From an optimization exercise on the open Yosys and OpenROAD flow, aimed at small area and a short achievable clock period; shortcuts taken in it are not production practice.
No activity file was given, so power comes from the tool's default toggle rates.

## ternary_matmul_top
module ternary_matmul_top (
    input  logic       clk,
    input  logic       reset,
    input  logic [7:0] weights_in,
    input  logic [7:0] activations_in,
    input  logic       compute,
    output logic [7:0] result_out
);
    logic [9:0] row_en, row_neg;
    logic [7:0] act;
    logic clr, clr_prev, clr_head, cap, zero;
    ternary_pkg::acc_t [ternary_pkg::acc_count-1:0] acc_q;
    always_ff @(posedge clk) begin
        clr      <= reset || !compute;
        clr_prev <= clr;
        clr_head <= reset || !compute || clr;
        cap      <= !reset && !compute;
        zero     <= reset || (zero && compute);
    end
    input_stager u_input_stager (
        .clk            (clk),
        .reset          (reset),
        .compute        (compute),
        .weights_in     (weights_in),
        .activations_in (activations_in),
        .row_en         (row_en),
        .row_neg        (row_neg),
        .act            (act)
    );
    mac_array u_mac_array (
        .clk      (clk),
        .clr_head (clr_head),
        .row_en   (row_en),
        .row_neg  (row_neg),
        .act      (act),
        .acc_q    (acc_q)
    );
    readout_queue u_readout_queue (
        .clk        (clk),
  ...
Settings: LEC_CHECK=0, ABC_AREA=1, CAP_MARGIN=20, CORE_MARGIN=2, CORE_UTILIZATION=40, SLEW_MARGIN=20; clock period 14.0 ns.
standard.sh (not shown) runs the stock make flow with config.mk's settings and CLKGATE_MAP_FILE= SYNTH_SCRIPT=/design/flow/synth_recipe.tcl, a recipe that flattens the netlist after the stock synthesis.
==> flow/flow/run.sh <==
#!/bin/bash
# Own layout flow: the standard steps, with Yosys's full-adder
# extraction left out of synthesis and more setup margin for repair.
set -euo pipefail
bash standard.sh ADDER_MAP_FILE= synth > synth.log 2>&1
bash standard.sh SETUP_SLACK_MARGIN=10 finish > layout.log 2>&1
Rerun with:
==> flow/flow/run.sh (replaced) <==
#!/bin/bash
# Own layout flow: the standard steps, except that synthesis maps
# with an area-oriented ABC script (flow/abc_area.script, see
# flow/synth.tcl) and leaves out Yosys's full-adder extraction, and
# timing repair aims for more setup margin.
set -euo pipefail
export MY_ABC_SCRIPT=$PWD/flow/abc_area.script
bash standard.sh ADDER_MAP_FILE= SYNTH_SCRIPT=$PWD/flow/synth.tcl synth > synth.log 2>&1
bash standard.sh SETUP_SLACK_MARGIN=10 finish > layout.log 2>&1
==> flow/flow/abc_area.script (new file) <==
strash
dch
map -a
topo
==> flow/flow/synth.tcl (new file) <==
# The standard flow's synthesis script with ABC's mapping script replaced by the one
# named in MY_ABC_SCRIPT; everything else, registers included, is as in
# the standard synthesis.
proc synth {args} { yosys synth -nofsm -noshare {*}$args }
proc my_abc_args {name1 name2 op} {
  set i [lsearch -exact $::abc_args -script]
  if {$i >= 0 && [lindex $::abc_args [expr {$i + 1}]] ne $::env(MY_ABC_SCRIPT)} {
    set ::abc_args [lreplace $::abc_args [expr {$i + 1}] [expr {$i + 1}] $::env(MY_ABC_SCRIPT)]
  }
}
trace add variable ::abc_args write my_abc_args
source $::env(SCRIPTS_DIR)/synth.tcl
# left out here: clear keep_hierarchy, flatten, clean up, hide names made inside functions, write 1_2_yosys.v
- ABC_AREA: 1 -> default
- CTS_BUF_LIST: default -> sky130_fd_sc_hd__clkbuf_8
What happened:
- register-to-register slack gets worse by 1300 ps
- utilization climbs by 5.7 points
- cell area climbs by a few percent
- clock-buffer cell count climbs by 39
- non-clock buffer count climbs by 166
- maximum frequency drops by about a fifth
- hold slack gets worse by 9.1 ps
- first-iteration DRC count climbs by about a fifth
- routed wire length climbs by roughly a tenth
Rerun with:
==> flow/run.sh (new file) <==
#!/bin/bash
# synth_recipe.tcl (not shown) runs the flow's synth.tcl, then flattens the netlist and writes it again
# the make line also repeats each setting of config.mk as NAME=value (left out here)
make -C /OpenROAD-flow-scripts/flow DESIGN_CONFIG=/design/flow/config.mk WORK_HOME=/design/flow/orfs CLKGATE_MAP_FILE= SYNTH_SCRIPT=/design/flow/synth_recipe.tcl finish
- CTS_BUF_LIST: sky130_fd_sc_hd__clkbuf_8 -> default
removed: flow/flow/run.sh
removed: flow/flow/abc_area.script
removed: flow/flow/synth.tcl
removed: flow/standard.sh
Setup slack is worse by 1800 ps.
Fmax came out lower by 27%.
First-iteration DRC count fell by 51%.
Final cell count came out lower by 21%.
Design area decreases by 5.4%.
Clock power goes up by about 10%.
Non-clock buffer count falls by 183.
Sequential share of layout area went up by 2.4 points.
Global-route usage drops by 2.8 points.
Routed wire length came out lower by about 18%.
Total power went down by 3.7%.
Rerun with:
==> flow/flow/run.sh (new file) <==
#!/bin/bash
# Own layout flow: the standard steps, except that synthesis maps
# with an area-oriented ABC script (flow/abc_area.script, see
# flow/synth.tcl) and leaves out Yosys's full-adder extraction, and
# timing repair aims for more setup margin.
set -euo pipefail
export MY_ABC_SCRIPT=$PWD/flow/abc_area.script
bash standard.sh ADDER_MAP_FILE= SYNTH_SCRIPT=$PWD/flow/synth.tcl synth > synth.log 2>&1
bash standard.sh SETUP_SLACK_MARGIN=10 finish > layout.log 2>&1
==> flow/flow/abc_area.script (new file) <==
strash
dch
map -a
topo
==> flow/flow/synth.tcl (new file) <==
# The standard flow's synthesis script with ABC's mapping script replaced by the one
# named in MY_ABC_SCRIPT; everything else, registers included, is as in
# the standard synthesis.
proc synth {args} { yosys synth -nofsm -noshare {*}$args }
proc my_abc_args {name1 name2 op} {
  set i [lsearch -exact $::abc_args -script]
  if {$i >= 0 && [lindex $::abc_args [expr {$i + 1}]] ne $::env(MY_ABC_SCRIPT)} {
    set ::abc_args [lreplace $::abc_args [expr {$i + 1}] [expr {$i + 1}] $::env(MY_ABC_SCRIPT)]
  }
}
trace add variable ::abc_args write my_abc_args
source $::env(SCRIPTS_DIR)/synth.tcl
# left out here: clear keep_hierarchy, flatten, clean up, hide names made inside functions, write 1_2_yosys.v
==> flow/standard.sh (new file) <==
#!/bin/bash
# synth_recipe.tcl (not shown) runs the flow's synth.tcl, then flattens the netlist and writes it again
# the make line also repeats each setting of config.mk as NAME=value (left out here)
make -C /OpenROAD-flow-scripts/flow DESIGN_CONFIG=/design/flow/config.mk WORK_HOME=/design/flow/orfs CLKGATE_MAP_FILE= SYNTH_SCRIPT=/design/flow/synth_recipe.tcl "${@:-finish}"
removed: flow/run.sh
Final area grows by 6.0%.
Die area shrinks by 6.6%.
Power grows by 5.8%.
Global-route usage grows by 2.6 points.
Count of clock-buffer cells in the layout grows by 1.
Rerun with:
==> flow/flow/abc_area.script (replaced) <==
strash
dch
map -D 2000
topo
stime
- CTS_CLUSTER_DIAMETER: default -> 100
- CTS_CLUSTER_SIZE: default -> 30
Worst hold slack gets worse by 3.4 ps.
Setup slack improved by 1000 ps.
Final area fell by 12%.
Power falls by about 22%.
Wire length drops by 11%.
Via count went down by about 5%.
Rerun with:
==> flow/flow/abc_area.script (replaced) <==
strash
dch
map -D 2500
topo
stime
- CTS_CLUSTER_DIAMETER: 100 -> default
- CTS_CLUSTER_SIZE: 30 -> default
Outcome: Wire length is higher by 2.3%; count of clock-buffer cells in the layout climbs by 45; cell count rose by 1.4%; total power goes up by 21%; die area is lower by 2.1%; sequential power is about the same; sequential cell count is unchanged; global-route usage came out higher by 0.25 points.
Function was not checked in any run of this note: the RTL went through the layout flow alone.

[what the ideal ports hide]
How much do the figures lean on ideal ports? The routed layouts below were timed once more, with nothing changed but the port constraints.
Step 1, drivers: a clkbuf_16 drives clk and a buf_2 each remaining input, both assumed.
Step 2 times the ports against the registers' clock, not the clock port: input delays grow and output delays shrink by t, the midpoint of the rising clock arrivals with the driver on.
Slacks: ideal ports / drivers / drivers and shift; pairs: ideal ports / drivers.
run	t (ns)	setup slack, ns	hold WS [ns]	worst setup path at the end	slew at the worst register clock pin (ns)
the first run	0.665	10.100 / 10.044 / 9.501	0.323 / 0.323 / 0.323	input to register	0.07 / 0.07
the second run	0.708	9.243 / 9.243 / 9.243	0.314 / 0.314 / 0.314	register to register	0.07 / 0.07
the third run	0.657	7.449 / 7.449 / 7.449	0.286 / 0.286 / 0.286	register to register	0.06 / 0.06
the fourth run	0.664	9.043 / 9.043 / 9.043	0.318 / 0.318 / 0.318	register to register	0.07 / 0.07
the fifth run	0.620	10.059 / 10.002 / 9.525	0.315 / 0.315 / 0.315	input to register	0.12 / 0.12
the sixth run	0.653	10.036 / 9.978 / 9.499	0.320 / 0.320 / 0.320	input to register	0.07 / 0.07
After both steps every run listed still meets setup and hold. For the first run, which loses most, drivers alone change the setup slack by -0.056 ns; drivers and shift together by -0.599 ns.
